Background: an optimization exercise with open tools, aiming at small area, a short achievable clock period and few clock cycles per item. Do not read the settings as production practice. At most, simulation tests tie the RTL to the original design; equivalence was not proved. Power is estimated from default activity; no workload was simulated.

== build 42 ==
## zigzag_rle
module zigzag_rle (
  input  logic       clk,
  input  logic       reset,
  input  logic [8:0] dctq,
  input  logic       dctq_valid,
  input  logic [5:0] addr,
  output logic       hold,
  output logic [5:0] rle_run,
  output logic [8:0] rle_level,
  output logic       rle_eob,
  output logic       rle_valid,
  input  logic       rle_ready,
  output logic       overflow
);
make LEC_CHECK=0 ABC_CLOCK_PERIOD_IN_PS=2500 CAP_MARGIN=20 CORE_MARGIN=2 CORE_UTILIZATION=40 SETUP_SLACK_MARGIN=2.3 SLEW_MARGIN=20 finish   # period 5.0 ns
run.sh (not shown) runs the stock make flow with config.mk's settings and CLKGATE_MAP_FILE= SYNTH_SCRIPT=/design/flow/synth_recipe.tcl, a recipe that flattens the netlist after the stock synthesis.
Looking at the reports, build 42 completed the entire flow and the layout it produced met the timing, design-rule and antenna checks.
Testbench counts of build 42, summed over its fixed seeds: cycles 26,026, blocks 384.
Relative to build 42, the following input files were edited for build 16:
- a change of SETUP_SLACK_MARGIN from 2.3 to 2.6
==> run notes <==
- Build 16: all stages complete, timing, DRC and antenna checks passed
- Compared with build 42, build 16 shows total power of the final layout that has gone down by a few percent.
- Multi-input combinational cell count: build 42 vs build 16 — no meaningful difference
- Reported net switching power essentially unchanged between build 42 and build 16.
diff inputs: build 16 => build 84
- CORE_UTILIZATION now 55, was 40
- TNS_END_PERCENT now 10, previously not set
- PLACE_DENSITY now 0.7, previously not set
- SETUP_SLACK_MARGIN now 2.5, was 2.6
[summary]
Relative to build 16, part of the power in registers has increased by 2.0 points in build 84.
Diff build 84..build 16 | post-synthesis share of cell area spent on full adders, half adders and majority gates | unchanged
The clock buffer count number comes out higher for build 16 vs build 84.
Compare build 16 and build 84 | sequential share of layout area higher: build 84
Here is what was changed in the inputs of build 80 compared with build 84.
- changing CORE_UTILIZATION from 55 to 40
- changing TNS_END_PERCENT from 10 to 0
- removing PLACE_DENSITY (formerly 0.7)
==> run notes <==
Build 80 gives more die extent in y than build 84 did.
Build 84 reports its end of the critical path as sel_l[5]$_DFF_P_ while build 80 reports r_level[0]$_DFF_P_.
Taking build 84 as the reference point, the area growth from synthesis to final layout of build 80 rises by 2.5 points.
The source of the critical timing path comes out pend[9]$_SDFF_PP0_ in one run and sel_l[0]$_DFF_P_ in the other, namely in build 84 and build 80 respectively.
Per the comparison of build 80 with build 84, arrival time of data at the critical path endpoint lower, final critical delay including setup and external delays picked up an extra 6.1 ps, worst max-slew margin expressed relative to the limit higher, share of total power in combinational logic roughly the same.
Modified inputs, build 49 compared to build 80
- TNS_END_PERCENT: 0 -> 10
[summary]
Build 49: all stages complete, timing, DRC and antenna checks passed. As far as largest net degree at the start of global routing is concerned, build 80 and build 49 perform about the same. Compared with build 80, in build 49 cell area after synthesis stayed essentially flat; clock power fell by about 0.7%; deepest clock path buffer count stayed essentially flat; share of cells above drive strength 1 rose by 0.90 points; number of CTS-inserted buffers rose by 1. The filler-free cell count of the finished design on build 80 is in line with that on build 49. On maximum clock rate, build 80 loses to build 49.
Edits applied to the flow inputs when going from build 49 to build 28:
- an added CTS_CLUSTER_SIZE of 26
- an added CTS_CLUSTER_DIAMETER of 80
Results
- Build 49 closes out successfully: all stages finished, all timing, DRC and antenna checks passed.
- Per the final summary, build 28 finished and its layout is clean on timing, DRC and antenna.
- Build 28 has number of logic stages on the critical path including buffering below what build 49 had.
- NOTE: fraction of final layout cells sized beyond drive strength 1 in build 28 falls short of that of build 49
- When the final numbers for build 49 and build 28 were put side by side, the global-route wire length before repair turned out to be greater in build 49.
- Build 28 ends up with a routed wire length that is 1200 um lower than in build 49.
- The final reports for build 28 and build 49 show upper clock frequency limit lower in the former.
- The number of tap cells inserted was comparable across build 49 and build 28.
- | design area | higher: build 49 |
- Via count (lower): build 28
- Total power is lower on build 28

---

Setup of 12-05:
Another version of the RTL of zigzag_rle (not shown whole).
For scale: ~2,100 cells after synthesis, ~740 flip-flops, about 38 I/O pins.
clock: 5.0 ns
lec_check: 0
cap_margin: 20
core_margin: 2
core_utilization: 40
slew_margin: 20
Input changes introduced in 09-21 (baseline for comparison: 12-05):
Settings: SETUP_SLACK_MARGIN newly set to 2.8; ABC_CLOCK_PERIOD_IN_PS newly set to 2200.
### Flow results
In summary, 09-21 completed successfully, with a layout that passed the timing, design-rule and antenna checks.
12-05 → 09-21: total of fill cells in the finished design went down, non-clock buffer count went up, first-pass GRT wire length went up.
Compared with 12-05, 09-21 shows a share of the final layout cell area in multi-input gates that is 2.0 points higher.
From 12-05 to 09-21, count of buffers from port buffering did not move at all.
[09-21 vs 12-05] depth of the worst register-to-register path: lower in 09-21
Routed wire length: 09-21 > 12-05
Synthesized instance count essentially unchanged between 09-21 and 12-05.
Final net count in 09-21 is 172 above 12-05.
On cell area, 12-05 beats 09-21.
No functional check of the RTL was part of any run of this note.

---

Another version of the RTL of zigzag_rle (not shown whole).
Size: ~2200 cells after synthesis, roughly 780 flip-flops, ~38 I/O pins, ~0.031 mm2 of cells after synthesis.
Settings: LEC_CHECK=0, ABC_CLOCK_PERIOD_IN_PS=2500, CAP_MARGIN=20, CORE_MARGIN=2, CORE_UTILIZATION=40, SETUP_SLACK_MARGIN=2.75, SLEW_MARGIN=20; clock period 5.0 ns.
The first run completed without violations.
Rerun with:
Settings changed: SETUP_SLACK_MARGIN 2.75 to 2.5.
After rerunning: Clock power fell by 3.3%; clock-buffer cell count fell by 4; cell area drops by 1.1%; setup slack gains 0.015 ns; routed wire length rose by 1.5%; synthesized area does not change; die area stays the same; flip-flop and latch count is unchanged.
No run of this note included a check of the RTL's function; only the layout flow was run.

---

## run E
Another version of the RTL of zigzag_rle (not shown whole).
For scale: roughly 2,100 cells after synthesis, about 38 I/O pins, ~30,000 sq um of cells after synthesis.
==> flow/config.mk <==
export PLATFORM = sky130hd
export DESIGN_NAME = zigzag_rle
export DESIGN_NICKNAME = zigzag_rle
export VERILOG_FILES = /design/flow/design.v
export SDC_FILE = /design/flow/constraint.sdc
export NUM_CORES = 4
export LEC_CHECK = 0
export ABC_CLOCK_PERIOD_IN_PS = 2500
export CAP_MARGIN = 20
export CORE_MARGIN = 2
export CORE_UTILIZATION = 60
export SETUP_SLACK_MARGIN = 2.5
export SLEW_MARGIN = 20
==> flow/constraint.sdc <==
create_clock -name core_clock -period 5.0 [get_ports {clk}]
set_input_delay 1.0000 -clock core_clock [delete_from_list [all_inputs] [get_ports {clk}]]
set_output_delay 1.0000 -clock core_clock [all_outputs]
set_load 0.01 [all_outputs]
The following lists how run B was set up differently from run E:
- CORE_UTILIZATION: 60 -> 40
==> run notes <==
- Between run E and run B, the flow reports detailed route wirelength on metal2 increasing by a few percent.
- Compare run E and run B | power density over cell area higher: run E
- For the share of the clock period used by the worst path, run B came in 1.3 points lower than run E did.
- Going from run E to run B, clock-buffer cell count grew by more than 10%.
- Portion of total power attributed to combinational logic of run B is on par with run E.
- On utilization of the core after routing: between run E and run B, it ends up higher for run E.
Function was not checked in any run of this note: the RTL went through the layout flow alone.

port drivers added, routing unchanged:
Ports are ideal in the flow. The routed layouts listed here were re-timed in OpenROAD.
Step 1 sets driving cells, clkbuf_16 on the clock port and buf_2 on the other inputs (assumed; they add their load-dependent delay and slew).
Step 2 also shifts input and output timing later by t, the mid clock arrival at the registers, as if the neighbouring blocks saw the same clock.
a / b / c = ideal / step 1 / step 2; a / b = the first two.
run | shift t [ns] | slack for setup (ns) | worst hold slack (ns)
build 42 | 0.685 | 2.254 / 2.275 / 1.590 | 0.457 / 0.457 / 0.457
build 16 | 0.680 | 2.306 / 2.306 / 1.945 | 0.471 / 0.471 / 0.471
build 84 | 0.674 | 2.337 / 2.337 / 1.749 | 0.449 / 0.449 / 0.449
build 80 | 0.703 | 2.331 / 2.331 / 1.791 | 0.471 / 0.471 / 0.471
build 49 | 0.681 | 2.459 / 2.434 / 1.927 | 0.470 / 0.470 / 0.470
build 28 | 0.667 | 2.386 / 2.365 / 1.764 | 0.479 / 0.479 / 0.479
12-05 | 0.689 | 1.367 / 1.367 / 1.234 | 0.444 / 0.444 / 0.444
09-21 | 0.681 | 2.035 / 2.035 / 1.908 | 0.457 / 0.457 / 0.457
the first run of note 3 | 0.699 | 2.418 / 2.418 / 2.126 | 0.461 / 0.461 / 0.461
the second run of note 3 | 0.686 | 2.433 / 2.433 / 1.859 | 0.454 / 0.454 / 0.454
run E | 0.680 | 2.308 / 2.308 / 1.926 | 0.450 / 0.450 / 0.450
run B | 0.682 | 2.371 / 2.371 / 1.958 | 0.453 / 0.453 / 0.453
After both steps setup and hold are still met in every run listed. The setup slack of build 42, which loses most, moves by +0.021 ns with the drivers and by -0.664 ns with both steps.
